This is an optimization exercise on Yosys and OpenROAD, whose aim is small area, a short achievable clock period and few clock cycles per item, not a production implementation. In this exercise RTL edits were held to simulation tests only and were not proved equivalent to the original.

===== run.sh =====
#!/bin/bash
# synth_recipe.tcl (not shown) runs the flow's synth.tcl, then flattens the netlist and writes it again
# the make line also repeats each setting of config.mk as NAME=value (left out here)
make -C /OpenROAD-flow-scripts/flow DESIGN_CONFIG=/design/flow/config.mk WORK_HOME=/design/flow/orfs CLKGATE_MAP_FILE= SYNTH_SCRIPT=/design/flow/synth_recipe.tcl finish

===== config.mk =====
export PLATFORM = sky130hd
export DESIGN_NAME = two_finger_gesture_classifier_unit
export DESIGN_NICKNAME = two_finger_gesture_classifier_unit
export VERILOG_FILES = /design/flow/design.v
export SDC_FILE = /design/flow/constraint.sdc
export NUM_CORES = 4
export LEC_CHECK = 0
export ABC_AREA = 1
export CAP_MARGIN = 20
export CORE_MARGIN = 2
export CORE_UTILIZATION = 40
export SLEW_MARGIN = 20

===== constraint.sdc =====
create_clock -name core_clock -period 11.0 [get_ports {clock}]
set_input_delay 2.2000 -clock core_clock [delete_from_list [all_inputs] [get_ports {clock}]]
set_output_delay 2.2000 -clock core_clock [all_outputs]
set_load 0.01 [all_outputs]

===== design.v =====
package tfgc_pkg;
   localparam int MAX_CONTACTS_DEF = 4;
   localparam int COORD_BITS_DEF   = 12;
   localparam logic [2:0] OP_PRESS   = 3'd0;
   localparam logic [2:0] OP_MOVE    = 3'd1;
   localparam logic [2:0] OP_RELEASE = 3'd2;
   localparam logic [2:0] OP_TICK    = 3'd3;
   localparam logic [2:0] OP_QUERY   = 3'd4;
   localparam logic [1:0] GEST_NONE     = 2'd0;
   localparam logic [1:0] GEST_MOVE     = 2'd1;
   localparam logic [1:0] GEST_PINCH    = 2'd2;
   localparam logic [1:0] GEST_LONG_TAP = 2'd3;
   localparam logic [1:0] CSR_ACTIVE = 2'd0;
   localparam logic [1:0] CSR_GATE   = 2'd1;
   localparam logic [1:0] CSR_LONG   = 2'd2;
   localparam logic [2:0]  ACTIVE_RST = 3'd4;
   localparam logic [11:0] GATE_RST   = 12'd5;
   localparam logic [15:0] LONG_RST   = 16'd1500;
   localparam logic [15:0] HOLD_MAX   = 16'hFFFF;
   localparam logic signed [63:0] Q16_ONE  = 64'sd65536;
   localparam logic signed [63:0] Q16_HALF = 64'sd32768;
   localparam logic signed [31:0] SAT_MAX  = 32'sh7FFFFFFF;
   localparam logic signed [31:0] SAT_MIN  = 32'sh80000000;
   typedef enum logic [3:0] {
      ST_IDLE,
      ST_MV_WAIT,
      ST_TICK_RD,
      ST_TICK_WR,
      ST_Q_A,
      ST_Q_B,
      ST_Q_DEC,
      ST_LT_B,
      ST_MUL,
      ST_P_DEC,
      ST_SQRT,
      ST_DIV,
      ST_P_OUT,
      ST_FIN
   } state_type;
   function automatic logic signed [31:0] sat32(input logic signed [63:0] v);
      logic signed [31:0] r;
      if (v > 64'(SAT_MAX)) r = SAT_MAX;
      else if (v < 64'(SAT_MIN)) r = SAT_MIN;
      else r = v[31:0];
      sat32 = r;
   endfunction
endpackage
module two_finger_gesture_classifier_unit #(
   parameter int MAX_CONTACTS = tfgc_pkg::MAX_CONTACTS_DEF,
   parameter int COORD_BITS   = tfgc_pkg::COORD_BITS_DEF
) (
   input  logic               clock,
   input  logic               reset,
   input  logic               req_valid,
   output logic               req_stall,
   input  logic [2:0]         req_op,
   input  logic [1:0]         req_contact,
   input  logic [11:0]        req_pos_x,
   input  logic [11:0]        req_pos_y,
   output logic               rsp_valid,
   input  logic               rsp_stall,
   output logic [1:0]         rsp_gesture,
   output logic signed [31:0] rsp_value_x,
   output logic signed [31:0] rsp_value_y,
   output logic [2:0]         rsp_touch_count,
   input  logic               csr_write,
   input  logic [1:0]         csr_index,
   input  logic [15:0]        csr_wdata
);
   localparam int QD  = 8;
   localparam int QAW = 3;
   localparam int QEW = 2 + 3 + 1 + 1 + 14 + 14;
   localparam int KS  = 3;
   localparam int SQC = (21 + KS - 1) / KS;
   localparam int RADW = 2 * KS * SQC;
   localparam int KD  = 3;
   localparam int XW  = 58;
   logic [2:0]        active_ff;
   logic [11:0]       gate_ff;
   logic [15:0]       long_ff;
   logic [3:0]        touched_ff;
   logic [3:0][11:0]  px_ff, py_ff;
   logic [3:0][12:0]  mx_ff, my_ff;
   logic [3:0][15:0]  hold_ff;
   logic [2:0]        n_slots;
   logic              in_range, accept;
   logic              is_press, is_move, is_rel, is_tick, is_query;
   logic              cfg_clear;
   logic [QEW-1:0]    q_mem [0:QD-1];
   logic [QAW-1:0]    q_wp, q_rp;
   logic [QAW:0]      q_cnt;
   logic [QEW-1:0]    q_new, q_head;
   logic              q_pop;
   logic              s_busy, s_prep;
   logic [3:0]        s_cnt;
   logic signed [12:0] s_exp, s_eyp, s_exl, s_eyl;
   logic [12:0]       s_sx, s_sy;
   logic              s_neg;
   logic [RADW-1:0]   s_rad;
   logic [22:0]       s_rem;
   logic [20:0]       s_root;
   logic [4:0]        s_j0;
   logic              d_busy, d_done;
   logic [3:0]        d_cnt;
   logic [20:0]       d_r;
   logic              d_neg;
   logic [XW-1:0]     d_xx, d_xy;
   logic              rsp_valid_ff;
   logic [1:0]        rsp_gesture_ff;
   logic [31:0]       rsp_value_x_ff, rsp_value_y_ff;
   logic [2:0]        rsp_count_ff;
   assign rsp_valid       = rsp_valid_ff;
   assign rsp_gesture     = rsp_gesture_ff;
   assign rsp_value_x     = rsp_value_x_ff;
   assign rsp_value_y     = rsp_value_y_ff;
   assign rsp_touch_count = rsp_count_ff;
   assign n_slots   = (active_ff > 3'd4) ? 3'd4 : active_ff;
   assign in_range  = {1'b0, req_contact} < n_slots;
   assign is_press  = (req_op == tfgc_pkg::OP_PRESS);
   assign is_move   = (req_op == tfgc_pkg::OP_MOVE);
   assign is_rel    = (req_op == tfgc_pkg::OP_RELEASE);
   assign is_tick   = (req_op == tfgc_pkg::OP_TICK);
   assign is_query  = (req_op == tfgc_pkg::OP_QUERY);
   assign req_stall = (q_cnt == (QAW+1)'(QD)) || (is_query && s_busy);
   assign accept    = req_valid && !req_stall;
   assign cfg_clear = csr_write && (csr_index == tfgc_pkg::CSR_ACTIVE) &&
                      (csr_wdata[2:0] != active_ff);
   always_ff @(posedge clock) begin
      if (reset) begin
         active_ff <= tfgc_pkg::ACTIVE_RST;
         gate_ff   <= tfgc_pkg::GATE_RST;
         long_ff   <= tfgc_pkg::LONG_RST;
      end else if (csr_write) begin
         case (csr_index)
            tfgc_pkg::CSR_ACTIVE: active_ff <= csr_wdata[2:0];
            tfgc_pkg::CSR_GATE:   gate_ff   <= csr_wdata[11:0];
            tfgc_pkg::CSR_LONG:   long_ff   <= csr_wdata;
            default: ;
         endcase
      end
   end
   logic [11:0]        c_px, c_py;
   logic signed [12:0] c_dx, c_dy;
   logic [11:0]        c_adx, c_ady;
   logic               c_big, c_touched;
   logic [1:0]         qa, qb;
   logic               have2;
   logic [11:0]        pxa, pya, pxb, pyb, ppxa, ppya, ppxb, ppyb;
   logic signed [12:0] mxa, mya, mxb, myb;
   logic [15:0]        hla, hlb;
   logic               ha, hb, lta, ltb;
   logic signed [25:0] dpx, dpy;
   logic signed [26:0] dot;
   logic [11:0]        amxa, amya, amxb, amyb;
   logic [12:0]        sx, sy;
   logic signed [12:0] exp, eyp, exl, eyl;
   logic signed [13:0] smx, smy;
   logic [12:0]        spx, spy;
   logic [3:0]         touched_in;
   logic [2:0]         cnt_next;
   logic [1:0]         g_new;
   logic               eng_new, sat_new;
   logic signed [13:0] bx_new, by_new;
   logic               clr_a, clr_b, job;
   always_comb begin
      c_px = px_ff[req_contact];
      c_py = py_ff[req_contact];
      c_touched = touched_ff[req_contact];
      c_dx = signed'({1'b0, req_pos_x}) - signed'({1'b0, c_px});
      c_dy = signed'({1'b0, req_pos_y}) - signed'({1'b0, c_py});
      c_adx = c_dx[12] ? 12'(-c_dx) : c_dx[11:0];
      c_ady = c_dy[12] ? 12'(-c_dy) : c_dy[11:0];
      c_big = (c_adx > gate_ff) || (c_ady > gate_ff);
   end
   always_comb begin
      logic [1:0] cnt;
      cnt = '0;
      qa  = '0;
      qb  = '0;
      for (int i = 0; i < 4; i++) begin
         if (touched_ff[i]) begin
            if (cnt == 2'd0) qa = 2'(i);
            else if (cnt == 2'd1) qb = 2'(i);
            if (cnt != 2'd2) cnt = cnt + 2'd1;
         end
      end
      have2 = (cnt == 2'd2);
   end
   always_comb begin
      pxa = px_ff[qa];  pya = py_ff[qa];
      pxb = px_ff[qb];  pyb = py_ff[qb];
      mxa = mx_ff[qa];  mya = my_ff[qa];
      mxb = mx_ff[qb];  myb = my_ff[qb];
      hla = hold_ff[qa];
      hlb = hold_ff[qb];
      ha  = (mxa == '0) && (mya == '0);
      hb  = (mxb == '0) && (myb == '0);
      lta = hla > long_ff;
      ltb = hlb > long_ff;
      dpx = mxa * mxb;
      dpy = mya * myb;
      dot = 27'(dpx) + 27'(dpy);
      amxa = mxa[12] ? 12'(-mxa) : mxa[11:0];
      amya = mya[12] ? 12'(-mya) : mya[11:0];
      amxb = mxb[12] ? 12'(-mxb) : mxb[11:0];
      amyb = myb[12] ? 12'(-myb) : myb[11:0];
      sx  = 13'(amxa) + 13'(amxb);
      sy  = 13'(amya) + 13'(amyb);
      ppxa = pxa - mxa[11:0];
      ppya = pya - mya[11:0];
      ppxb = pxb - mxb[11:0];
      ppyb = pyb - myb[11:0];
      exp = signed'({1'b0, ppxb}) - signed'({1'b0, ppxa});
      eyp = signed'({1'b0, ppyb}) - signed'({1'b0, ppya});
      exl = signed'({1'b0, pxb}) - signed'({1'b0, pxa});
      eyl = signed'({1'b0, pyb}) - signed'({1'b0, pya});
      smx = 14'(mxa) + 14'(mxb);
      smy = 14'(mya) + 14'(myb);
      spx = 13'(pxa) + 13'(pxb);
      spy = 13'(pya) + 13'(pyb);
   end
   always_comb begin
      touched_in = touched_ff;
      if (in_range) begin
         if (is_press || is_move) touched_in[req_contact] = 1'b1;
         if (is_rel)              touched_in[req_contact] = 1'b0;
      end
      cnt_next = 3'(touched_in[0]) + 3'(touched_in[1]) + 3'(touched_in[2]) +
                 3'(touched_in[3]);
      g_new   = tfgc_pkg::GEST_NONE;
      eng_new = 1'b0;
      sat_new = 1'b0;
      bx_new  = '0;
      by_new  = '0;
      clr_a   = 1'b0;
      clr_b   = 1'b0;
      job     = 1'b0;
      if (is_query && have2) begin
         if (ha && hb) begin
            if (lta) begin
               clr_a = 1'b1;
               if (ltb) begin
                  clr_b  = 1'b1;
                  g_new  = tfgc_pkg::GEST_LONG_TAP;
                  bx_new = 14'(spx);
                  by_new = 14'(spy);
               end
            end
         end else if (!ha && !hb && !dot[26]) begin
            g_new  = tfgc_pkg::GEST_MOVE;
            bx_new = smx;
            by_new = smy;
         end else begin
            g_new = tfgc_pkg::GEST_PINCH;
            if (exp == '0 && eyp == '0) begin
               sat_new = 1'b1;
            end else begin
               eng_new = 1'b1;
               job     = 1'b1;
            end
         end
      end
      q_new = {g_new, cnt_next, eng_new, sat_new, bx_new, by_new};
   end
   always_ff @(posedge clock) begin
      if (reset) begin
         touched_ff <= '0;
      end else begin
         if (accept) touched_ff <= touched_in;
         if (cfg_clear) touched_ff <= '0;
      end
   end
   for (genvar i = 0; i < 4; i++) begin : g_slot
      logic sel, wr_new, wr_mv, tk, clr;
      assign sel    = accept && in_range && (req_contact == 2'(i));
      assign wr_new = sel && (is_press || (is_move && !c_touched));
      assign wr_mv  = sel && is_move && c_touched;
      assign tk     = accept && is_tick && touched_ff[i] && (hold_ff[i] != 16'hFFFF);
      assign clr    = accept && ((clr_a && qa == 2'(i)) || (clr_b && qb == 2'(i)));
      always_ff @(posedge clock) begin
         if (wr_new || wr_mv) begin
            px_ff[i] <= req_pos_x;
            py_ff[i] <= req_pos_y;
         end
         if (wr_new) begin
            mx_ff[i] <= '0;
            my_ff[i] <= '0;
         end else if (wr_mv) begin
            mx_ff[i] <= c_dx;
            my_ff[i] <= c_dy;
         end
         if (wr_new || (wr_mv && c_big) || clr) hold_ff[i] <= '0;
         else if (tk) hold_ff[i] <= hold_ff[i] + 16'd1;
      end
   end
   assign q_head = q_mem[q_rp];
   always_ff @(posedge clock) begin
      if (accept) q_mem[q_wp] <= q_new;
   end
   always_ff @(posedge clock) begin
      if (reset) begin
         q_wp  <= '0;
         q_rp  <= '0;
         q_cnt <= '0;
      end else begin
         if (accept) q_wp <= q_wp + QAW'(1);
         if (q_pop)  q_rp <= q_rp + QAW'(1);
         q_cnt <= q_cnt + (QAW+1)'(accept) - (QAW+1)'(q_pop);
      end
   end
   logic [24:0]  e_len2, e_dist2;
   logic [4:0]   e_msb;
   logic         s_last, s_hand, d_free;
   logic [22:0]  s_rem_n;
   logic [20:0]  s_root_n;
   always_comb begin
      logic [11:0] a0, a1, a2, a3;
      logic [23:0] q0, q1, q2, q3;
      a0 = s_exp[12] ? 12'(-s_exp) : s_exp[11:0];
      a1 = s_eyp[12] ? 12'(-s_eyp) : s_eyp[11:0];
      a2 = s_exl[12] ? 12'(-s_exl) : s_exl[11:0];
      a3 = s_eyl[12] ? 12'(-s_eyl) : s_eyl[11:0];
      q0 = a0 * a0;
      q1 = a1 * a1;
      q2 = a2 * a2;
      q3 = a3 * a3;
      e_len2  = 25'(q0) + 25'(q1);
      e_dist2 = 25'(q2) + 25'(q3);
      e_msb = '0;
      for (int i = 0; i < 25; i++) if (e_len2[i]) e_msb = 5'(i);
   end
   always_comb begin
      logic [24:0] rem2, trial;
      logic [25:0] sdf;
      s_rem_n  = s_rem;
      s_root_n = s_root;
      for (int k = 0; k < KS; k++) begin
         rem2  = {s_rem_n[22:0], s_rad[RADW-1-2*k -: 2]};
         trial = {2'b00, s_root_n, 2'b01};
         sdf   = {1'b0, rem2} - {1'b0, trial};
         if (!sdf[25]) begin
            s_rem_n  = 23'(sdf);
            s_root_n = {s_root_n[19:0], 1'b1};
         end else begin
            s_rem_n  = 23'(rem2);
            s_root_n = {s_root_n[19:0], 1'b0};
         end
      end
   end
   assign s_last = s_busy && !s_prep && (s_cnt == 4'(SQC - 1));
   assign d_free = !d_busy || (d_done && q_pop && q_head[QEW-6]);
   assign s_hand = s_last && d_free;
   always_ff @(posedge clock) begin
      if (reset) begin
         s_busy <= 1'b0;
         s_prep <= 1'b0;
      end else begin
         if (accept && job) begin
            s_busy <= 1'b1;
            s_prep <= 1'b1;
         end else if (s_prep) begin
            s_prep <= 1'b0;
         end else if (s_hand) begin
            s_busy <= 1'b0;
         end
      end
   end
   always_ff @(posedge clock) begin
      if (accept && job) begin
         s_exp <= exp;
         s_eyp <= eyp;
         s_exl <= exl;
         s_eyl <= eyl;
         s_sx  <= sx;
         s_sy  <= sy;
      end
      if (s_prep) begin
         s_neg  <= e_dist2 < e_len2;
         s_rad  <= RADW'({e_len2, 16'd0});
         s_rem  <= '0;
         s_root <= '0;
         s_cnt  <= '0;
         s_j0   <= 5'(e_msb >> 1);
      end else if (s_busy && !s_last) begin
         s_rad  <= {s_rad[RADW-2*KS-1:0], (2*KS)'(0)};
         s_rem  <= s_rem_n;
         s_root <= s_root_n;
         s_cnt  <= s_cnt + 4'd1;
      end
   end
   logic [3:0]    h_cyc;
   logic [5:0]    h_sh;
   logic [XW-1:0] d_xx_n, d_xy_n;
   always_comb begin
      logic [4:0] ms;
      logic [5:0] js;
      ms = '0;
      for (int i = 0; i < 13; i++) if (s_sx[i] | s_sy[i]) ms = 5'(i);
      js = 6'(ms) + 6'd16 - 6'(s_j0);
      h_cyc = 4'((js + 6'(KD)) / 6'(KD));
      h_sh  = 6'(XW - 22 - 24 + 1) - 6'(KD) * 6'(h_cyc) + 6'd24;
   end
   always_comb begin
      logic [21:0] t2;
      logic [22:0] df;
      d_xx_n = d_xx;
      d_xy_n = d_xy;
      for (int k = 0; k < KD; k++) begin
         t2 = d_xx_n[XW-1:XW-22];
         df = {1'b0, t2} - {2'b00, d_r};
         if (!df[22]) d_xx_n = {df[20:0], d_xx_n[XW-23:0], 1'b1};
         else         d_xx_n = {d_xx_n[XW-2:0], 1'b0};
         t2 = d_xy_n[XW-1:XW-22];
         df = {1'b0, t2} - {2'b00, d_r};
         if (!df[22]) d_xy_n = {df[20:0], d_xy_n[XW-23:0], 1'b1};
         else         d_xy_n = {d_xy_n[XW-2:0], 1'b0};
      end
   end
   always_ff @(posedge clock) begin
      if (reset) begin
         d_busy <= 1'b0;
         d_done <= 1'b0;
      end else begin
         if (s_hand) begin
            d_busy <= 1'b1;
            d_done <= 1'b0;
         end else if (d_busy && !d_done && d_cnt == 4'd1) begin
            d_done <= 1'b1;
         end else if (d_done && q_pop && q_head[QEW-6]) begin
            d_busy <= 1'b0;
            d_done <= 1'b0;
         end
      end
   end
   always_ff @(posedge clock) begin
      if (s_hand) begin
         d_r   <= s_root_n;
         d_neg <= s_neg;
         d_cnt <= h_cyc;
         d_xx  <= XW'({s_sx, 24'd0}) << h_sh;
         d_xy  <= XW'({s_sy, 24'd0}) << h_sh;
      end else if (d_busy && !d_done) begin
         d_xx  <= d_xx_n;
         d_xy  <= d_xy_n;
         d_cnt <= d_cnt - 4'd1;
      end
   end
   logic        load_ok, head_ok;
   logic [31:0] o_vx, o_vy;
   always_comb begin
      logic signed [13:0] hx, hy;
      load_ok = !rsp_valid_ff || !rsp_stall;
      head_ok = (q_cnt != '0) && (!q_head[QEW-6] || d_done);
      q_pop   = load_ok && head_ok;
      hx = q_head[27:14];
      hy = q_head[13:0];
      if (q_head[QEW-6]) begin
         o_vx = d_neg ? 32'd65536 - 32'(d_xx[28:0]) : 32'd65536 + 32'(d_xx[28:0]);
         o_vy = d_neg ? 32'd65536 - 32'(d_xy[28:0]) : 32'd65536 + 32'(d_xy[28:0]);
      end else if (q_head[QEW-7]) begin
         o_vx = 32'h7FFFFFFF;
         o_vy = 32'h7FFFFFFF;
      end else begin
         o_vx = {{3{hx[13]}}, hx, 15'd0};
         o_vy = {{3{hy[13]}}, hy, 15'd0};
      end
   end
   always_ff @(posedge clock) begin
      if (reset) begin
         rsp_valid_ff <= 1'b0;
      end else if (load_ok) begin
         rsp_valid_ff <= head_ok;
      end
   end
   always_ff @(posedge clock) begin
      if (q_pop) begin
         rsp_gesture_ff <= q_head[QEW-1:QEW-2];
         rsp_count_ff   <= q_head[QEW-3:QEW-5];
         rsp_value_x_ff <= o_vx;
         rsp_value_y_ff <= o_vy;
      end
   end
endmodule

==> impl_metrics.json <==
{
  "numCtsBuffers": 107,
  "start_util_pct": 40.2,
  "ctsHoldBuffers": 0,
  "min_period_ps": 10500,
  "ioPinCount": 123,
  "clk_pin_slew_worst_paths_ps": 60,
  "post-route-period-util_pct": 95.4,
  "cts_setup_buffers": 0,
  "fin_util_pct": 44.1,
  "dp_hpwl_um": 248000,
  "rsz0062_at_grt": "false",
  "grt_pass1_wl_um": 475000,
  "syn2layout_area_growth_pct": 9.67,
  "portBuffers": 122,
  "yosysTopAreaCell": "edfxtp_1",
  "skew_ps": 128,
  "yosysSeqAreaShare_pct": 27.9,
  "numPlacedInstances": 14489,
  "cp.arrival_ps": 10870,
  "synthDistinctLibCells": 71,
  "synthesis.nets": 13053,
  "dieArea_sq_um": 240000,
  "slowest_delay_ps": 600,
  "drive_above_1_share_pct": 5.08,
  "place.gp.congestion": 1.03,
  "cp_max_fo": 26,
  "syn_avg_cell_area_sq_um": 8.30,
  "netlist_instances": 11355,
  "synth_top_flop_cell": "edfxtp_1",
  "synth_seq_cells": 965,
  "fmax_ghz": 0.0953,
  "wl_um": 313000,
  "via_per_inst": 5.37,
  "die_height_um": 490,
  "std_cell_rows": 178,
  "clkSinkCount": 965,
  "setup_viol": 0,
  "core_sq_um": 235000,
  "crit_slowest_cell": "fa_1",
  "cp-start-kind": "flop",
  "wire_per_inst_um": 21.3,
  "cts_tree": "yes",
  "clockBufferDepth": 3,
  "die_w_um": 490,
  "cpMostUsedCell": "fa_1",
  "synth_top_area_share_pct": 22.1,
  "clock_latency_ps": 830,
  "critPathRequiredTime_ps": 11380,
  "ant_nets": 0,
  "cts.repair.resized": 0,
  "grt_max_degree": 81,
  "synth-edff-count": 695,
  "yosysMostFrequentCell": "inv_1",
  "grt_use_total_pct": 25.9,
  "antenna_found_initial": 12,
  "synth_area_leaders": "edfxtp_1 22%, fa_1 17%, ha_1 11%",
  "syn_area_sq_um": 94300,
  "cap_violations": 0,
  "htreeDepth": 3,
  "grt_overflow_total": 0,
  "fillerInstances": 23310,
  "finalMaxSlewViolations": 0,
  "worst-setup-path-type": "flop to flop",
  "drtIter0Drc": 7336,
  "timing.hold.ws_ps": 394,
  "multi_input_area_sq_um": 59000,
  "endpoint_kind": "flop",
  "grt_pass1_vias": 78066,
  "hold_viol": 0,
  "yosysWarnings": 1,
  "status": "finished clean",
  "cts_root_buffer": "clkbuf_16",
  "stdcell_count": 14691,
  "final_nets": 13147,
  "via_count": 78841,
  "async_flop_share_pct": 0,
  "drc": 0,
  "tns_ps": 0,
  "synthTopCellsByCount": "1988 x inv_1, 1961 x nand2_1, 983 x nor2_1, 839 x ha_1, 807 x fa_1",
  "seq_area_sq_um": 26300,
  "dr.pass1.iters": 6,
  "hold_path.class": "flop to flop",
  "worstMarginPinSlew_ps": 1140,
  "max_slew_margin_pct": 23.1
}
## metrics by stage
stage               setup WS, ps  cell area [sq um]
CTS                          337             103000
global placement             436              99700
finish                       503             103000
global route               0.378             103000
detailed placement           335              99700
floorplan                    601              94300
## layer usage
layer	part of all wire (%)	track usage, %	up-vias
met2	45	41.5	2704
met4	4.0	9.08	4
li1	-	-	37286
met3	7.3	4.33	502
met5	0.011	0	-
met1	44	35.5	38345
## critical path, delay by kind of cell, from the launching register on
kind | cells | cell delay (ps)
buffers and inverters | 10 | 1870
AND/OR/NAND/NOR | 8 | 1390
flip-flops | 1 | 430
AO/OA/AOI/OAI | 6 | 1540
XOR/XNOR | 1 | 130
adder cells (fa/ha/maj) | 11 | 4740
## cells in the final DEF (no fill, tap or decap), types with 15 or more instances in the layout
cell type        Yosys  final
clkinv_2             0     18
buf_4                6    199
nor3_1             118    118
xor2_1             344    343
xnor2_1            135    135
o31ai_1             21     20
nand2_1           1961   1957
a31oi_1             54     54
o21ai_0            744    741
clkinv_1            28     41
nor3b_1             15     15
clkbuf_1           255     21
o21bai_1            82     82
nand2_2             18     20
clkbuf_16            0    111
inv_2               39     39
nand4_1             65     65
a21oi_1            696    696
nor2_2              19     25
o21ai_1             41     44
or2_2               53     54
a21boi_0            16     16
clkdlybuf4s50_1      0    122
o221ai_1            54     54
a21o_1              18     18
a221oi_1            39     39
nand3_1            409    409
dfxtp_1            270    268
ha_1               839    838
o211ai_1            99     99
nor4_1              34     34
nand3b_1            21     21
o22ai_1            160    160
fa_1               807    807
inv_1             1988   1986
nor2_1             983    967
o21a_1              28     28
edfxtp_1           695    695
## path summary, 6_finish.rpt
kind | start | end | slack [ps] | cells after the start
worst max register to register | touched_ff[0] | s_sy[7] | 500 | 36
worst min-delay path | s_root[4] | d_r[7] | 390 | 0
worst max-delay path | touched_ff[0] | s_sy[7] | 500 | 36
worst min register to register | s_root[4] | d_r[7] | 390 | 0
## sequential cells by signal (all words and copies together), names as in the netlist, 16 cells and up, named ones only
signal and cells:
py_ff 48, my_ff 52, d_r 21, long_ff 16, rsp_value_x_ff 32, s_root 21, d_xy 58, s_rem 23
hold_ff 64, s_rad 26, mx_ff 52, q_mem 280, rsp_value_y_ff 32, d_xx 58, px_ff 48
## final cells by class
cell class | instances | area share, %
inverter | 2057 | 7.47
clock inverter | 57 | 0.676
sequential | 965 | 25.4
multi-input combinational | 7995 | 57.1
clock buffer | 141 | 2.88
tap | 3150 | 3.81
timing repair buffer | 323 | 2.66
antenna | 3 | 0.00726
## logic make-up after synthesis
kind of cell | Yosys count | synth area share (%)
simple gates | 3733 | 16.4
buf+inv | 2396 | 9.69
compound gates | 2135 | 13.3
fa+ha+maj | 1646 | 28.3
flops | 965 | 27.9
xor+xnor | 480 | 4.47
Testbench counts, summed over its fixed seeds: cycles 11,524, items 6,484.

-- separate check: timing with driven ports --
The flow's constraints put no driver on any port. The routed layout listed below was extracted and timed again, unchanged, in two steps. Step 1 sets driving cells, clkbuf_16 on the clock port and buf_2 on the other inputs (assumed; they add their load-dependent delay and slew). Step 2, shift: input delay + t, output delay - t, t = (earliest + latest rising clock arrival at the registers) / 2. This alone moves slack from input paths to output paths. Three values: ideal ports, drivers, drivers and shift; two values: the first two.
shift t [ns]: 0.863
slack for setup (ns): 0.503 / 0.503 / 0.503
hold WS [ns]: 0.394 / 0.394 / 0.394
worst slew at a driven data input, ns: 0.18
cell pins on the clock port's net: 1
After both steps setup and hold are still met in this run. The setup slack of this run moves by 0.000 ns with the drivers and by 0.000 ns with both steps.
